This design comes from an exercise in tuning for small area on the open sky130 flow, not from production work.
The RTL was checked by simulation tests, not by an equivalence proof against the original design.
No activity file was given, so power comes from the tool's default toggle rates. The flow treats the clock pin as an ideal source, which a real chip does not have.

`flow/config.mk`:
```
export PLATFORM = sky130hd
export DESIGN_NAME = data_mem_responder
export DESIGN_NICKNAME = data_mem_responder
export VERILOG_FILES = /design/flow/design.v
export SDC_FILE = /design/flow/constraint.sdc
export NUM_CORES = 4
export LEC_CHECK = 0
export CAP_MARGIN = 20
export CORE_MARGIN = 2
export CORE_UTILIZATION = 65
export CTS_CLUSTER_DIAMETER = 100
export CTS_CLUSTER_SIZE = 30
export SLEW_MARGIN = 20
export SYNTH_HIERARCHICAL = 1
```
`flow/constraint.sdc`:
```
create_clock -name core_clock -period 5.5 [get_ports {clk}]
set_input_delay 1.1000 -clock core_clock [delete_from_list [all_inputs] [get_ports {clk}]]
set_output_delay 1.1000 -clock core_clock [all_outputs]
set_load 0.01 [all_outputs]
```
`flow/design.v`:
```
`default_nettype none
package cpu_pkg;
  localparam int c_DEF_DEPTH = 32;
endpackage
`default_nettype wire
`default_nettype none
module dmem_array (
  input  logic        clk,
  input  logic        reset,
  input  logic        we,
  input  logic [4:0]  waddr,
  input  logic [63:0] wdata,
  input  logic [3:0]  rsel_lo,
  input  logic [7:0]  rsel_hi,
  output logic [63:0] rdata
);
  logic [31:0][63:0] r_mem;
  logic [31:0][63:0] w_next;
  logic              r_clear;
  logic [31:0]       w_wsel;
  logic [31:0]       w_hold;
  logic [31:0]       w_rsel;
  always_ff @(posedge clk or posedge reset) begin
    if (reset) begin
      r_clear <= 1'b1;
    end else begin
      r_clear <= 1'b0;
    end
  end
  for (genvar i = 0; i < 32; i++) begin : g_word
    assign w_wsel[i] = we && !reset && (waddr == 5'(i));
    assign w_hold[i] = !w_wsel[i] && !r_clear;
    assign w_rsel[i] = rsel_lo[i % 4] && rsel_hi[i / 4];
    for (genvar b = 0; b < 64; b++) begin : g_bit
      dmem_bit_update u_upd (
        .q    (r_mem[i][b]),
        .hold (w_hold[i]),
        .d    (wdata[b]),
        .sel  (w_wsel[i]),
        .next (w_next[i][b])
      );
    end
    always_ff @(posedge clk) begin
      r_mem[i] <= w_next[i];
    end
  end
  for (genvar b = 0; b < 64; b++) begin : g_rd
    logic [10:0] w_grp_n;
    for (genvar g = 0; g < 10; g++) begin : g_grp
      dmem_aoi3 u_aoi3 (
        .q0 (r_mem[3*g][b]),   .s0 (w_rsel[3*g]),
        .q1 (r_mem[3*g+1][b]), .s1 (w_rsel[3*g+1]),
        .q2 (r_mem[3*g+2][b]), .s2 (w_rsel[3*g+2]),
        .y  (w_grp_n[g])
      );
    end
    dmem_aoi2 u_aoi2 (
      .q0 (r_mem[30][b]), .s0 (w_rsel[30]),
      .q1 (r_mem[31][b]), .s1 (w_rsel[31]),
      .y  (w_grp_n[10])
    );
    assign rdata[b] = !(&w_grp_n);
  end
endmodule
`default_nettype wire
`default_nettype none
module dmem_bit_update (
  input  logic q,
  input  logic hold,
  input  logic d,
  input  logic sel,
  output logic next
);
  assign next = (q && hold) || (d && sel);
endmodule
`default_nettype wire
`default_nettype none
module dmem_aoi3 (
  input  logic q0,
  input  logic s0,
  input  logic q1,
  input  logic s1,
  input  logic q2,
  input  logic s2,
  output logic y
);
  assign y = !((q0 && s0) || (q1 && s1) || (q2 && s2));
endmodule
`default_nettype wire
`default_nettype none
module dmem_aoi2 (
  input  logic q0,
  input  logic s0,
  input  logic q1,
  input  logic s1,
  output logic y
);
  assign y = !((q0 && s0) || (q1 && s1));
endmodule
`default_nettype wire
`default_nettype none
module data_mem_responder (
  input  logic        clk,
  input  logic        reset,
  input  logic        req_valid,
  input  logic        req_write,
  input  logic [63:0] req_addr,
  input  logic [63:0] req_wdata,
  output logic        req_ready,
  output logic        rsp_valid,
  input  logic        rsp_ready,
  output logic [63:0] rsp_rdata,
  output logic        rsp_error,
  output logic        busy
);
  localparam logic [1:0] c_IDLE  = 2'b00;
  localparam logic [1:0] c_WAIT1 = 2'b01;
  localparam logic [1:0] c_WAIT2 = 2'b11;
  localparam logic [1:0] c_RESP  = 2'b10;
  logic [1:0] r_state;
  logic [1:0] r_idx_lo;
  logic [7:0] r_hi;
  logic [3:0] r_lo;
  logic       r_err;
  logic       r_load;
  logic w_idle;
  logic w_wait2;
  logic w_resp;
  logic w_err;
  logic w_we;
  assign w_idle  = (r_state == c_IDLE);
  assign w_wait2 = (r_state == c_WAIT2);
  assign w_resp  = (r_state == c_RESP);
  assign w_err  = (|req_addr[2:0]) || (|req_addr[63:8]);
  assign w_we   = w_idle && req_valid && req_write && !w_err;
  always_ff @(posedge clk or posedge reset) begin
    if (reset) begin
      r_state <= c_IDLE;
      r_lo    <= '0;
    end else begin
      case (r_state)
        c_IDLE:  if (req_valid) r_state <= c_WAIT1;
        c_WAIT1: r_state <= c_WAIT2;
        c_WAIT2: r_state <= c_RESP;
        default: if (rsp_ready) r_state <= c_IDLE;
      endcase
      if (w_wait2) begin
        for (int j = 0; j < 4; j++) begin
          r_lo[j] <= r_load && (r_idx_lo == 2'(j));
        end
      end else if (w_resp && rsp_ready) begin
        r_lo <= '0;
      end
    end
  end
  always_ff @(posedge clk) begin
    if (w_idle) begin
      r_idx_lo <= req_addr[4:3];
      for (int k = 0; k < 8; k++) begin
        r_hi[k] <= (req_addr[7:5] == 3'(k));
      end
      r_err  <= w_err;
      r_load <= !req_write && !w_err;
    end
  end
  dmem_array u_dmem_array (
    .clk    (clk),
    .reset  (reset),
    .we     (w_we),
    .waddr  (req_addr[7:3]),
    .wdata  (req_wdata),
    .rsel_lo(r_lo),
    .rsel_hi(r_hi),
    .rdata  (rsp_rdata)
  );
  assign req_ready = w_idle;
  assign busy      = !w_idle;
  assign rsp_valid = w_resp;
  assign rsp_error = w_resp && r_err;
endmodule
`default_nettype wire
```
`flow/run.sh`:
```
#!/bin/bash
# synth_recipe.tcl (not shown) runs the flow's synth.tcl, then flattens the netlist and writes it again
# the make line also repeats each setting of config.mk as NAME=value (left out here)
make -C /OpenROAD-flow-scripts/flow DESIGN_CONFIG=/design/flow/config.mk WORK_HOME=/design/flow/orfs CLKGATE_MAP_FILE= SYNTH_SCRIPT=/design/flow/synth_recipe.tcl finish
```
==> results of run 1 <==
==> worst paths after layout <==
| check | startpoint | cells after the start | to | slack, ns |
|---|---|---|---|---|
| worst max-delay path | r_lo[2] | 6 | rsp_rdata[49] | 0.36 |
| worst min-delay path | r_idx_lo[0] | 1 | r_lo[0] | 0.49 |
| worst max register to register | r_state[1] | 9 | u_dmem_array.r_mem[1716] | 2.17 |
| worst min register to register | r_idx_lo[0] | 1 | r_lo[0] | 0.49 |
| max in group asynchronous | reset | 2 | r_state[0] | 4.35 |
| min in group asynchronous | reset | 2 | r_lo[0] | 0.94 |
==> modules after synthesis, one instance, submodules excluded <==
module,cells inside,flip-flops and latches
data_mem_responder,73,18
dmem_aoi2,1,0
dmem_aoi3,1,0
dmem_array,2433,2049
dmem_bit_update,1,0
==> cells in the final DEF, fill, tap and decap left out, drive strengths merged, types with 2 or more instances in the layout <==
cell / count
a22o: 2048
dfxtp: 2048
a222oi: 640
buf: 266
clkdlybuf4s50: 165
nand4: 133
clkbuf: 83
nand3: 66
or3: 65
a22oi: 64
and2: 35
and3: 33
a31oi: 32
nor4: 16
edfxtp: 12
nor2: 7
diode: 6
nand2: 6
dfrtp: 6
inv: 6
and2b: 4
nor3b: 4
and3b: 4
o21ai: 3
o31ai: 2
nor3: 2
nor2b: 2
==> worst max-delay path: cells and delay by family, from the launching register on <==
family          cells  cell delay [ns]
flops               1             0.60
buf+inv             2             1.09
simple gates        3             1.48
compound gates      1             0.14
==> cells by family after synthesis <==
group,count (synthesis),synth area share
AO/OA/AOI/OAI,2790,0.366
other,1,0.0000540
flip-flops,2067,0.599
AND/OR/NAND/NOR,378,0.0329
buffers and inverters,22,0.00209
==> state kept, by name (all words and copies together), names as in the netlist <==
signal and count:
r_idx_lo 2, u_dmem_array.r_clear 1, r_err 1, u_dmem_array.r_mem 2048, r_state 2, r_hi 8, r_lo 4, r_load 1
==> metal layers <==
| metal | vias up | GRT usage | routed length [um] |
|---|---|---|---|
| met5 | - | 0.00609 | 99 |
| met1 | 30000 | 0.626 | 99000 |
| met3 | 1225 | 0.157 | 41700 |
| met4 | 8 | 0.259 | 17700 |
| li1 | 24300 | - | - |
| met2 | 5675 | 0.665 | 111000 |
==> final cells by class <==
cell class	count	area, um^2	share of cell area
clock buffer	83	1990	0.0255
clock inverter	2	13.8	0.000176
timing repair buffer	431	4470	0.0572
inverter	5	18.8	0.000240
sequential	2067	41500	0.531
multi-input combinational	3169	28400	0.363
antenna	6	15.0	0.000192
tap	1391	1740	0.0223
==> power by group <==
part           internal, mW  total (mW)  leakage (nW)  switching, mW
Clock                  2.63        7.14         0.987           4.52
Combinational         0.391        2.40          11.2           2.00
Sequential             15.0        15.1          16.7         0.0776
Total                  18.0        24.6          28.9           6.60
==> qor.json, run 1 <==
{
  "run_status": {"value": "timing/DRC/antenna clean"},
  "clockRootBuffer": {"value": "sky130_fd_sc_hd__clkbuf_16"},
  "setup_tns": {"value": 0, "unit": "ns"},
  "post_synth_most_frequent_cells": {"value": "sky130_fd_sc_hd__a22o_1, sky130_fd_sc_hd__dfxtp_1, sky130_fd_sc_hd__a222oi_1, sky130_fd_sc_hd__nand4_1, sky130_fd_sc_hd__nand3_1"},
  "clock_path_buffers": {"value": 3},
  "wire_per_inst": {"value": 37.6, "unit": "um"},
  "worstPathCellList": {"value": "and2_4 -> buf_4 -> a22oi_2 -> nand4_1 -> or3_1 -> clkdlybuf4s50_1"},
  "final_critical_delay_including_setup_and_external_delays": {"value": 5.14, "unit": "ns"},
  "synthesis.area_per_instance": {"value": 13.2, "unit": "um^2"},
  "critical-path-slowest-cell": {"value": "sky130_fd_sc_hd__and2_4"},
  "power.leakage": {"value": 28.9, "unit": "nW"},
  "netlist.top_cell.by_area": {"value": "sky130_fd_sc_hd__dfxtp_1"},
  "number_of_flops_mapped_to_enable_cells_by_yosys": {"value": 12},
  "path_max_fanout": {"value": 41},
  "gpl.final_weighted_congestion": {"value": 0.880},
  "gr-total-overflow": {"value": 0},
  "clock.fmax": {"value": 195, "unit": "MHz"},
  "cap_viol_max_count": {"value": 0},
  "first_iter_violations": {"value": 14000},
  "start_util": {"value": 0.657},
  "ys.flop_type": {"value": "sky130_fd_sc_hd__dfxtp_1"},
  "antenna_found_initial": {"value": 8},
  "critPathRequiredTime": {"value": 4.40, "unit": "ns"},
  "max_slew_margin": {"value": 0.199},
  "power_per_cell_area": {"value": 315, "unit": "mW/mm^2"},
  "n_fill_cell": {"value": 7265},
  "die_w": {"value": 331, "unit": "um"},
  "worst-setup-path-type": {"value": "flop to primary output"},
  "detail_route.first_pass.iterations": {"value": 13},
  "global_route_wire_length_before_repair": {"value": 384000, "unit": "um"},
  "post-cts-setup-buffers": {"value": 0},
  "dieArea": {"value": 0.109, "unit": "mm^2"},
  "clk-insertion-delay-late": {"value": 0.72, "unit": "ns"},
  "setup_slack": {"value": 0.363, "unit": "ns"},
  "min-delay-path-class": {"value": "flop to flop"},
  "vdd_drop_max": {"value": 0.269, "unit": "mV"},
  "postRouteWirelength": {"value": 269000, "unit": "um"},
  "hold_viol_final": {"value": 0},
  "flop_and_latch_count_out_of_synthesis": {"value": 2067},
  "buffer_ports.inserted": {"value": 200},
  "synth_top_area_share": {"value": 0.591},
  "ioPinCount": {"value": 201},
  "antenna_violating_nets_post_route": {"value": 0},
  "asyncSetResetFlopFracSynth": {"value": 0.00339},
  "rows": {"value": 119},
  "grt_setup_unrepaired": {"value": "false"},
  "hpwl_dp": {"value": 147000, "unit": "um"},
  "clock_buffers_created_by_tritoncts": {"value": 78},
  "design.final.nets": {"value": 5885},
  "cts_repair_resize_count": {"value": 0},
  "setup.worst_path.start_class": {"value": "flop"},
  "synthDistinctLibCells": {"value": 36},
  "finalSetupViolations": {"value": 0},
  "fin_total_pwr": {"value": 24.6, "unit": "mW"},
  "layout.cells.non_filler": {"value": 7154},
  "synth.yosys.warnings": {"value": 8},
  "finished_core_util": {"value": 0.741},
  "arrival": {"value": 4.04, "unit": "ns"},
  "area_delta_synth_final": {"value": 12.7, "unit": "%"},
  "synth.net_count": {"value": 5391},
  "area_of_the_core_region": {"value": 0.106, "unit": "mm^2"},
  "detail_route.drc_violations": {"value": 0},
  "clk_pin_slew_worst_paths": {"value": 0.12, "unit": "ns"},
  "via_per_inst": {"value": 8.55},
  "first_global_vias": {"value": 57500},
  "timing.hold.ws": {"value": 0.490, "unit": "ns"},
  "chipHeight": {"value": 331, "unit": "um"},
  "clock_tree.htree_level_count": {"value": 3},
  "dpl-instance-area": {"value": 0.0763, "unit": "mm^2"},
  "final-max-slew-violation-count": {"value": 0},
  "ys_top_cells_by_area": {"value": "sky130_fd_sc_hd__dfxtp_1, sky130_fd_sc_hd__a22o_1, sky130_fd_sc_hd__a222oi_1"},
  "worst_pin_slew": {"value": 1.20, "unit": "ns"},
  "total_via_count_in_the_routed_design": {"value": 61100},
  "fin_worst_skew": {"value": 0.0212, "unit": "ns"},
  "worstSetupEndpointType": {"value": "primary output"},
  "place_worst_setup_slack": {"value": 0.607, "unit": "ns"},
  "grt_max_degree": {"value": 65},
  "worst_path_largest_cell_delay": {"value": 1.00, "unit": "ns"},
  "layout-drive-gt1-share": {"value": 0.0893},
  "clock_sink_count": {"value": 2067},
  "dp_cells": {"value": 7063},
  "synth_sequential_area_ratio": {"value": 0.599},
  "postCtsHoldBufs": {"value": 0},
  "final_cell_area": {"value": 0.0782, "unit": "mm^2"},
  "gr-usage-all-layers": {"value": 0.468},
  "finalCritPeriodShare": {"value": 0.934},
  "clock_tree_from_tritoncts": {"value": "done"},
  "syn-instance-count": {"value": 5258},
  "syn_area": {"value": 0.0694, "unit": "mm^2"}
}
==> run 2, diff against run 1 <==
==> flow/flow/run.sh (new file) <==
#!/bin/bash
# Layout flow: the standard flow (standard.sh) with two changes:
#  - clock tree synthesis without dummy loads (they only balance load and
#    add cell area);
#  - input and output ports buffered with the smallest buffer (buf_1)
#    instead of a delay cell; timing repair may still upsize them.
# standard.sh's output goes to standard.log; ORFS writes each tool's log
# under orfs/logs/.
set -o pipefail
export CTS_ARGS="-sink_clustering_enable -repair_clock_nets -dont_use_dummy_load -sink_clustering_size 30 -sink_clustering_max_diameter 100"
export BUFFER_PORTS_ARGS="-buffer_cell sky130_fd_sc_hd__buf_1"
bash standard.sh > standard.log 2>&1
==> flow/standard.sh (new file) <==
#!/bin/bash
# synth_recipe.tcl (not shown) runs the flow's synth.tcl, then flattens the netlist and writes it again
# the make line also repeats each setting of config.mk as NAME=value (left out here)
make -C /OpenROAD-flow-scripts/flow DESIGN_CONFIG=/design/flow/config.mk WORK_HOME=/design/flow/orfs CLKGATE_MAP_FILE= SYNTH_SCRIPT=/design/flow/synth_recipe.tcl "${@:-finish}"
removed: flow/run.sh
==> qor.json, run 2 <==
{
  "run_status": {"value": "timing/DRC/antenna clean"},
  "start_util": {"value": 0.657},
  "layout-drive-gt1-share": {"value": 0.0806},
  "post-cts-setup-buffers": {"value": 0},
  "dieArea": {"value": 0.109, "unit": "mm^2"},
  "capture_point_of_the_worst_path": {"value": "rsp_rdata[6]"},
  "fin_worst_skew": {"value": 0.0338, "unit": "ns"},
  "clock_tree_from_tritoncts": {"value": "done"},
  "place_worst_setup_slack": {"value": 0.875, "unit": "ns"},
  "worst-setup-path-type": {"value": "flop to primary output"},
  "ys_top_cells_by_area": {"value": "sky130_fd_sc_hd__dfxtp_1, sky130_fd_sc_hd__a22o_1, sky130_fd_sc_hd__a222oi_1"},
  "worst_pin_slew": {"value": 1.27, "unit": "ns"},
  "post_synth_most_frequent_cells": {"value": "sky130_fd_sc_hd__a22o_1, sky130_fd_sc_hd__dfxtp_1, sky130_fd_sc_hd__a222oi_1, sky130_fd_sc_hd__nand4_1, sky130_fd_sc_hd__nand3_1"},
  "synth.yosys.warnings": {"value": 8},
  "antenna_found_initial": {"value": 6},
  "first_element_of_the_critical_path": {"value": "r_lo[2]"},
  "finalSetupViolations": {"value": 0},
  "gr-usage-all-layers": {"value": 0.474},
  "postCtsHoldBufs": {"value": 0},
  "netlist.top_cell.by_area": {"value": "sky130_fd_sc_hd__dfxtp_1"},
  "registers.top_by_ff_count": {"value": "u_dmem_array.r_mem"},
  "power.leakage": {"value": 28.2, "unit": "nW"},
  "worstSetupEndpointType": {"value": "primary output"},
  "clock_sink_count": {"value": 2067},
  "antenna_violating_nets_post_route": {"value": 0},
  "clockRootBuffer": {"value": "sky130_fd_sc_hd__clkbuf_16"},
  "wire_per_inst": {"value": 38.3, "unit": "um"},
  "buffer_ports.inserted": {"value": 200},
  "min-delay-path-class": {"value": "input pin to asynchronous set/reset pin"},
  "reg.largest.list": {"value": "u_dmem_array.r_mem x2048, r_hi x8, r_lo x4"},
  "total_via_count_in_the_routed_design": {"value": 61400},
  "path_depth": {"value": 6},
  "worst_r2r_endpoint": {"value": "u_dmem_array.r_mem[637]"},
  "flop_and_latch_count_out_of_synthesis": {"value": 2067},
  "timing.reg2reg.worst_path_depth": {"value": 8},
  "grt_util_met1": {"value": 0.635},
  "postRouteWirelength": {"value": 273000, "unit": "um"},
  "worstPathCellList": {"value": "and2_4 -> buf_4 -> a222oi_1 -> nand4_1 -> or3_1 -> buf_1"},
  "chipHeight": {"value": 331, "unit": "um"},
  "hpwl_dp": {"value": 147000, "unit": "um"},
  "area_of_the_core_region": {"value": 0.106, "unit": "mm^2"},
  "critical-path-slowest-cell": {"value": "sky130_fd_sc_hd__buf_4"},
  "rows": {"value": 119},
  "ys.flop_type": {"value": "sky130_fd_sc_hd__dfxtp_1"},
  "grt_setup_unrepaired": {"value": "false"},
  "clk-insertion-delay-late": {"value": 0.72, "unit": "ns"},
  "setup_tns": {"value": 0, "unit": "ns"},
  "r2r_slack": {"value": 1.99, "unit": "ns"},
  "clock.fmax": {"value": 205, "unit": "MHz"},
  "die_w": {"value": 331, "unit": "um"},
  "arrival": {"value": 3.79, "unit": "ns"},
  "finalCritPeriodShare": {"value": 0.889},
  "cap_viol_max_count": {"value": 0},
  "syn-instance-count": {"value": 5258},
  "syn_area": {"value": 0.0694, "unit": "mm^2"},
  "largest_register_ffs": {"value": 2048},
  "via_per_inst": {"value": 8.60},
  "ioPinCount": {"value": 201},
  "gr-total-overflow": {"value": 0},
  "max_slew_margin": {"value": 0.157},
  "synth_sequential_area_ratio": {"value": 0.599},
  "critical-path-top-delay-family": {"value": "simple AND/OR/NAND/NOR gates"},
  "synthDistinctLibCells": {"value": 36},
  "met2_usage_in_global_routing": {"value": 0.673},
  "global_route_hottest_layer": {"value": "met2"},
  "critPathRequiredTime": {"value": 4.40, "unit": "ns"},
  "clk_pin_slew_worst_paths": {"value": 0.11, "unit": "ns"},
  "final-max-slew-violation-count": {"value": 0},
  "setup_slack": {"value": 0.612, "unit": "ns"},
  "leading_cell_types_in_the_layout_fill_and_taps_excluded": {"value": "sky130_fd_sc_hd__a22o_1, sky130_fd_sc_hd__dfxtp_1, sky130_fd_sc_hd__a222oi_1"},
  "cts_repair_resize_count": {"value": 0},
  "cp_num_buf_inv": {"value": 2},
  "gpl.final_weighted_congestion": {"value": 0.866},
  "synth.net_count": {"value": 5391},
  "finished_core_util": {"value": 0.726},
  "design.final.nets": {"value": 5868},
  "hold_viol_final": {"value": 0},
  "global_route_wire_length_before_repair": {"value": 388000, "unit": "um"},
  "setup.worst_path.start_class": {"value": "flop"},
  "first_iter_violations": {"value": 14100},
  "first_global_vias": {"value": 57400},
  "clock_buffers_created_by_tritoncts": {"value": 78},
  "path_max_fanout": {"value": 44},
  "synth_top_area_share": {"value": 0.591},
  "grt.met3_usage": {"value": 0.160},
  "detail_route.drc_violations": {"value": 0},
  "detail_route.first_pass.iterations": {"value": 14},
  "power_per_cell_area": {"value": 320, "unit": "mW/mm^2"},
  "timing.hold.ws": {"value": 0.470, "unit": "ns"},
  "clock_path_buffers": {"value": 3},
  "worst_path_largest_cell_delay": {"value": 0.84, "unit": "ns"},
  "reg2reg_from": {"value": "r_state[1]"},
  "asyncSetResetFlopFracSynth": {"value": 0.00339},
  "final_critical_delay_including_setup_and_external_delays": {"value": 4.89, "unit": "ns"},
  "area_delta_synth_final": {"value": 10.5, "unit": "%"},
  "number_of_flops_mapped_to_enable_cells_by_yosys": {"value": 12},
  "clock_tree.htree_level_count": {"value": 3},
  "grt_max_degree": {"value": 65},
  "vdd_drop_max": {"value": 0.273, "unit": "mV"},
  "synthesis.area_per_instance": {"value": 13.2, "unit": "um^2"}
}
==> run 2: cell counts after synthesis <==
No cell type changed its count.
==> run 2: cells by family (layout without fill, tap and decap cells) <==
| kind of cell | count (synthesis) | in the layout | share of synthesized area |
|---|---|---|---|
| buffers and inverters | 22 | 497 | 0.00209 |
| AOI/OAI and AO/OA | 2790 | 2790 | 0.366 |
| and+or+nand+nor | 378 | 378 | 0.0329 |
| other | 1 | 8 | 0.0000540 |
| DFF | 2067 | 2067 | 0.599 |
==> run 2: where the power goes <==
| part | leakage (nW) | internal (mW) | total (mW) | switching, mW |
|---|---|---|---|---|
| sequential | 16.7 | 15.0 | 15.1 | 0.0847 |
| combinational | 10.5 | 0.299 | 2.33 | 2.03 |
| clock | 0.961 | 2.58 | 7.08 | 4.50 |
| total | 28.2 | 17.9 | 24.5 | 6.61 |
==> run 2: worst reg2reg max path, cell delays in order (launching register included) <==
cell and delay [ns]:
sky130_fd_sc_hd__dfrtp_1 0.46, sky130_fd_sc_hd__nor2_1 0.16, sky130_fd_sc_hd__nand4_1 0.11, sky130_fd_sc_hd__nor4_1 0.52
sky130_fd_sc_hd__and3b_1 0.58, sky130_fd_sc_hd__buf_4 0.29, sky130_fd_sc_hd__and3_4 0.69, sky130_fd_sc_hd__buf_4 0.45
sky130_fd_sc_hd__a22o_1 0.19
==> run 2: worst min-delay path by stage <==
stage | start | to | slack [ns] | cells past startpoint
2_1_floorplan | r_idx_lo[0] | r_lo[0] | 0.45 | 1
3_3_place_gp | u_dmem_array.r_mem[1207] | u_dmem_array.r_mem[1207] | 0.47 | 1
3_5_place_dp | u_dmem_array.r_mem[34] | u_dmem_array.r_mem[34] | 0.47 | 1
4_1_cts | reset | r_state[1] | 0.43 | 2
5_1_grt | reset | r_lo[0] | 0.50 | 2
6_report | reset | r_state[1] | 0.47 | 2
==> run 2: Yosys stat by module, one instance, submodules excluded <==
module / flops+latches / area, um^2 / copies in the design
dmem_array: 2049 / 43400 / 1
data_mem_responder: 18 / 830 / 1
dmem_aoi2: 0 / 12.5 / 64
dmem_aoi3: 0 / 10.0 / 640
dmem_bit_update: 0 / 8.76 / 2048
==> run 2: stage by stage <==
| step | cell area, um^2 | total power [mW] | std cells |
|---|---|---|---|
| CTS | 76600 | 24.2 | 7122 |
| global placement | 74600 | 17.5 | 7043 |
| global route | 76600 | 24.9 | 7124 |
| floorplan | 69400 | 16.1 | 5258 |
| finish | 76700 | 24.5 | 7131 |
| detailed placement | 74600 | 17.6 | 7044 |
==> run 2: cell type report <==
| cell class | instances | area (um^2) |
|---|---|---|
| antenna | 7 | 17.5 |
| clock buffer | 78 | 1950 |
| fill | 7486 | 28900 |
| inverter | 5 | 18.8 |
| multi-input combinational | 3169 | 28400 |
| sequential | 2067 | 41500 |
| tap | 1391 | 1740 |
| timing repair buffer | 414 | 2990 |
==> run 2: metal layers <==
metal	wire, um	vias to the layer above	part of all wire
li1	-	24200	-
met3	44000	1175	0.16
met5	48	-	0.00018
met1	99200	30100	0.36
met2	113000	5888	0.41
met4	16900	8	0.062
==> run 3, diff against run 2 <==
--- a/flow/config.mk
+++ b/flow/config.mk
@@ -9,3 +9,3 @@
 export CORE_MARGIN = 2
-export CORE_UTILIZATION = 65
+export CORE_UTILIZATION = 70
 export CTS_CLUSTER_DIAMETER = 100
==> qor.json, run 3 <==
{
  "power_per_cell_area": {"value": 320, "unit": "mW/mm^2"},
  "post_synth_most_frequent_cells": {"value": "sky130_fd_sc_hd__a22o_1, sky130_fd_sc_hd__dfxtp_1, sky130_fd_sc_hd__a222oi_1, sky130_fd_sc_hd__nand4_1, sky130_fd_sc_hd__nand3_1"},
  "chipHeight": {"value": 319, "unit": "um"},
  "start_util": {"value": 0.706},
  "timing.hold.ws": {"value": 0.444, "unit": "ns"},
  "clk-insertion-delay-late": {"value": 0.73, "unit": "ns"},
  "buffer_ports.inserted": {"value": 200},
  "total_via_count_in_the_routed_design": {"value": 61500},
  "largest_register_ffs": {"value": 2048},
  "post-cts-setup-buffers": {"value": 0},
  "asyncSetResetFlopFracSynth": {"value": 0.00339},
  "rows": {"value": 115},
  "clock_path_buffers": {"value": 3},
  "gr-total-overflow": {"value": 0},
  "leading_cell_types_in_the_layout_fill_and_taps_excluded": {"value": "sky130_fd_sc_hd__a22o_1, sky130_fd_sc_hd__dfxtp_1, sky130_fd_sc_hd__a222oi_1"},
  "setup.worst_path.start_class": {"value": "flop"},
  "syn_area": {"value": 0.0694, "unit": "mm^2"},
  "final_critical_delay_including_setup_and_external_delays": {"value": 4.74, "unit": "ns"},
  "critPathRequiredTime": {"value": 4.40, "unit": "ns"},
  "clock_sink_count": {"value": 2067},
  "dieArea": {"value": 0.102, "unit": "mm^2"},
  "antenna_violating_nets_post_route": {"value": 0},
  "synth_sequential_area_ratio": {"value": 0.599},
  "clock_buffers_created_by_tritoncts": {"value": 78},
  "first_global_vias": {"value": 58800},
  "place_worst_setup_slack": {"value": 0.649, "unit": "ns"},
  "path_max_fanout": {"value": 36},
  "vdd_drop_max": {"value": 0.345, "unit": "mV"},
  "met3_length": {"value": 44100, "unit": "um"},
  "dpl-instance-area": {"value": 0.0744, "unit": "mm^2"},
  "grt_max_degree": {"value": 65},
  "setup_slack": {"value": 0.759, "unit": "ns"},
  "cap_viol_max_count": {"value": 0},
  "hold_viol_final": {"value": 0},
  "worst_pin_slew": {"value": 1.30, "unit": "ns"},
  "wirelength_met1": {"value": 93000, "unit": "um"},
  "global_route_wire_length_before_repair": {"value": 381000, "unit": "um"},
  "clock_tree.htree_level_count": {"value": 3},
  "worst_path_largest_cell_delay": {"value": 0.73, "unit": "ns"},
  "via_per_inst": {"value": 8.77},
  "registers.top_by_ff_count": {"value": "u_dmem_array.r_mem"},
  "layout.cells.non_filler": {"value": 7012},
  "flop_and_latch_count_out_of_synthesis": {"value": 2067},
  "arrival": {"value": 3.64, "unit": "ns"},
  "clockRootBuffer": {"value": "sky130_fd_sc_hd__clkbuf_16"},
  "design.final.nets": {"value": 5856},
  "n_fill_cell": {"value": 6401},
  "ioPinCount": {"value": 201},
  "worst-setup-path-type": {"value": "flop to primary output"},
  "synth.net_count": {"value": 5391},
  "worstSetupEndpointType": {"value": "primary output"},
  "min-delay-path-class": {"value": "input pin to asynchronous set/reset pin"},
  "run_status": {"value": "timing/DRC/antenna clean"},
  "dp_cells": {"value": 6930},
  "layout-drive-gt1-share": {"value": 0.0785},
  "clk_pin_slew_worst_paths": {"value": 0.11, "unit": "ns"},
  "grt_setup_unrepaired": {"value": "false"},
  "fin_total_pwr": {"value": 24.4, "unit": "mW"},
  "postRouteWirelength": {"value": 267000, "unit": "um"},
  "number_of_flops_mapped_to_enable_cells_by_yosys": {"value": 12},
  "detail_route.drc_violations": {"value": 0},
  "cts_repair_resize_count": {"value": 0},
  "fin_worst_skew": {"value": 0.0441, "unit": "ns"},
  "route.met2.wl": {"value": 111000, "unit": "um"},
  "worstPathCellList": {"value": "and2_4 -> buf_4 -> a222oi_1 -> nand4_1 -> or3_1 -> buf_1"},
  "area_of_the_core_region": {"value": 0.0983, "unit": "mm^2"},
  "max_slew_margin": {"value": 0.136},
  "netlist.top_cell.by_area": {"value": "sky130_fd_sc_hd__dfxtp_1"},
  "gr-usage-all-layers": {"value": 0.494},
  "gpl.final_weighted_congestion": {"value": 0.871},
  "first_iter_violations": {"value": 14300},
  "syn-instance-count": {"value": 5258},
  "critical-path-slowest-cell": {"value": "sky130_fd_sc_hd__a222oi_1"},
  "final_cell_area": {"value": 0.0764, "unit": "mm^2"},
  "die_w": {"value": 319, "unit": "um"},
  "synthesis.area_per_instance": {"value": 13.2, "unit": "um^2"},
  "ys_top_cells_by_area": {"value": "sky130_fd_sc_hd__dfxtp_1, sky130_fd_sc_hd__a22o_1, sky130_fd_sc_hd__a222oi_1"},
  "wire_per_inst": {"value": 38.0, "unit": "um"},
  "detail_route.first_pass.iterations": {"value": 13},
  "synth.yosys.warnings": {"value": 8},
  "synthDistinctLibCells": {"value": 36},
  "hpwl_dp": {"value": 143000, "unit": "um"},
  "ys.flop_type": {"value": "sky130_fd_sc_hd__dfxtp_1"},
  "clock_tree_from_tritoncts": {"value": "done"},
  "finished_core_util": {"value": 0.777},
  "antenna_found_initial": {"value": 6},
  "final-max-slew-violation-count": {"value": 0},
  "postCtsHoldBufs": {"value": 0},
  "routed.top_layer": {"value": "met5"},
  "reg.largest.list": {"value": "u_dmem_array.r_mem x2048, r_hi x8, r_lo x4"},
  "finalSetupViolations": {"value": 0},
  "power.leakage": {"value": 28.1, "unit": "nW"},
  "clock.fmax": {"value": 211, "unit": "MHz"},
  "finalCritPeriodShare": {"value": 0.862},
  "area_delta_synth_final": {"value": 10.1, "unit": "%"},
  "synth_top_area_share": {"value": 0.591},
  "setup_tns": {"value": 0, "unit": "ns"}
}
run 3: final cells by class:
| type | count | area, um^2 | area share |
|---|---|---|---|
| repair buffers | 402 | 2840 | 0.0372 |
| diodes | 4 | 10.0 | 0.000131 |
| multi-input cells | 3169 | 28400 | 0.372 |
| clock buffers | 78 | 1950 | 0.0256 |
| well taps | 1287 | 1610 | 0.0211 |
| inverters | 5 | 18.8 | 0.000246 |
| flip-flops and latches | 2067 | 41500 | 0.544 |
run 3: Yosys stat by module, one instance, submodules excluded:
| module | cells | copies in the design |
|---|---|---|
| dmem_aoi3 | 1 | 640 |
| data_mem_responder | 73 | 1 |
| dmem_array | 2433 | 1 |
| dmem_aoi2 | 1 | 64 |
| dmem_bit_update | 1 | 2048 |
run 3: per-layer routing:
layer	up-vias	track usage
met2	6118	0.707
met1	29800	0.631
li1	24200	-
met5	-	0.00946
met3	1370	0.187
met4	12	0.302
run 3: path summary, 6_finish.rpt:
kind | startpoint | end | slack (ns) | cells past startpoint
max | r_lo[0] | rsp_rdata[36] | 0.76 | 6
min | reset | r_state[0] | 0.44 | 2
max reg2reg | r_state[1] | u_dmem_array.r_mem[1129] | 1.81 | 8
min reg2reg | r_idx_lo[0] | r_lo[0] | 0.48 | 1
max in group asynchronous | reset | r_lo[3] | 4.86 | 2
min in group core_clock | r_idx_lo[0] | r_lo[0] | 0.48 | 1
run 3: power breakdown:
group	internal (mW)	switching [mW]	total (mW)
combinational	0.304	1.99	2.30
sequential	15.0	0.0726	15.1
clock	2.58	4.46	7.04
total	17.9	6.53	24.4
run 3: logic make-up (layout without fill, tap and decap cells):
group	Yosys count	after routing	share of synthesized area
other	1	5	0.0000540
buffers and inverters	22	485	0.00209
AOI/OAI and AO/OA	2790	2790	0.366
DFF	2067	2067	0.599
and+or+nand+nor	378	378	0.0329
run 3: critical path: cells and delay by family, from the launching register on:
kind / cells / cell delay [ns]
and+or+nand+nor: 3 / 1.11
AOI/OAI and AO/OA: 1 / 0.73
buffers and inverters: 2 / 0.55
DFF: 1 / 0.54

==> afterwards: timing with drivers on the ports <==
In the flow no input, the clock included, has a driving cell. The finished layouts below were timed again as built, in two steps. Step 1 sets driving cells, clkbuf_16 on the clock port and buf_2 on the other inputs (assumed; they add their load-dependent delay and slew). Step 2 also shifts input and output timing later by t, the mid clock arrival at the registers, as if the neighbouring blocks saw the same clock. a / b / c = ideal / step 1 / step 2; a / b = the first two.
run | shift t [ns] | slack for setup (ns) | hold WS [ns] | worst setup path at the end
run 1 | 0.782 | 0.363 / 0.290 / 0.442 | 0.490 / 0.490 / 0.490 | input to register
run 2 | 0.776 | 0.612 / 0.533 / 0.651 | 0.470 / 0.420 / 0.495 | input to register
run 3 | 0.781 | 0.759 / 0.682 / 0.357 | 0.444 / 0.398 / 0.482 | input to register
After both steps setup and hold are still met in every run listed. For run 3, which loses most, drivers alone change the setup slack by -0.077 ns; drivers and shift together by -0.402 ns.
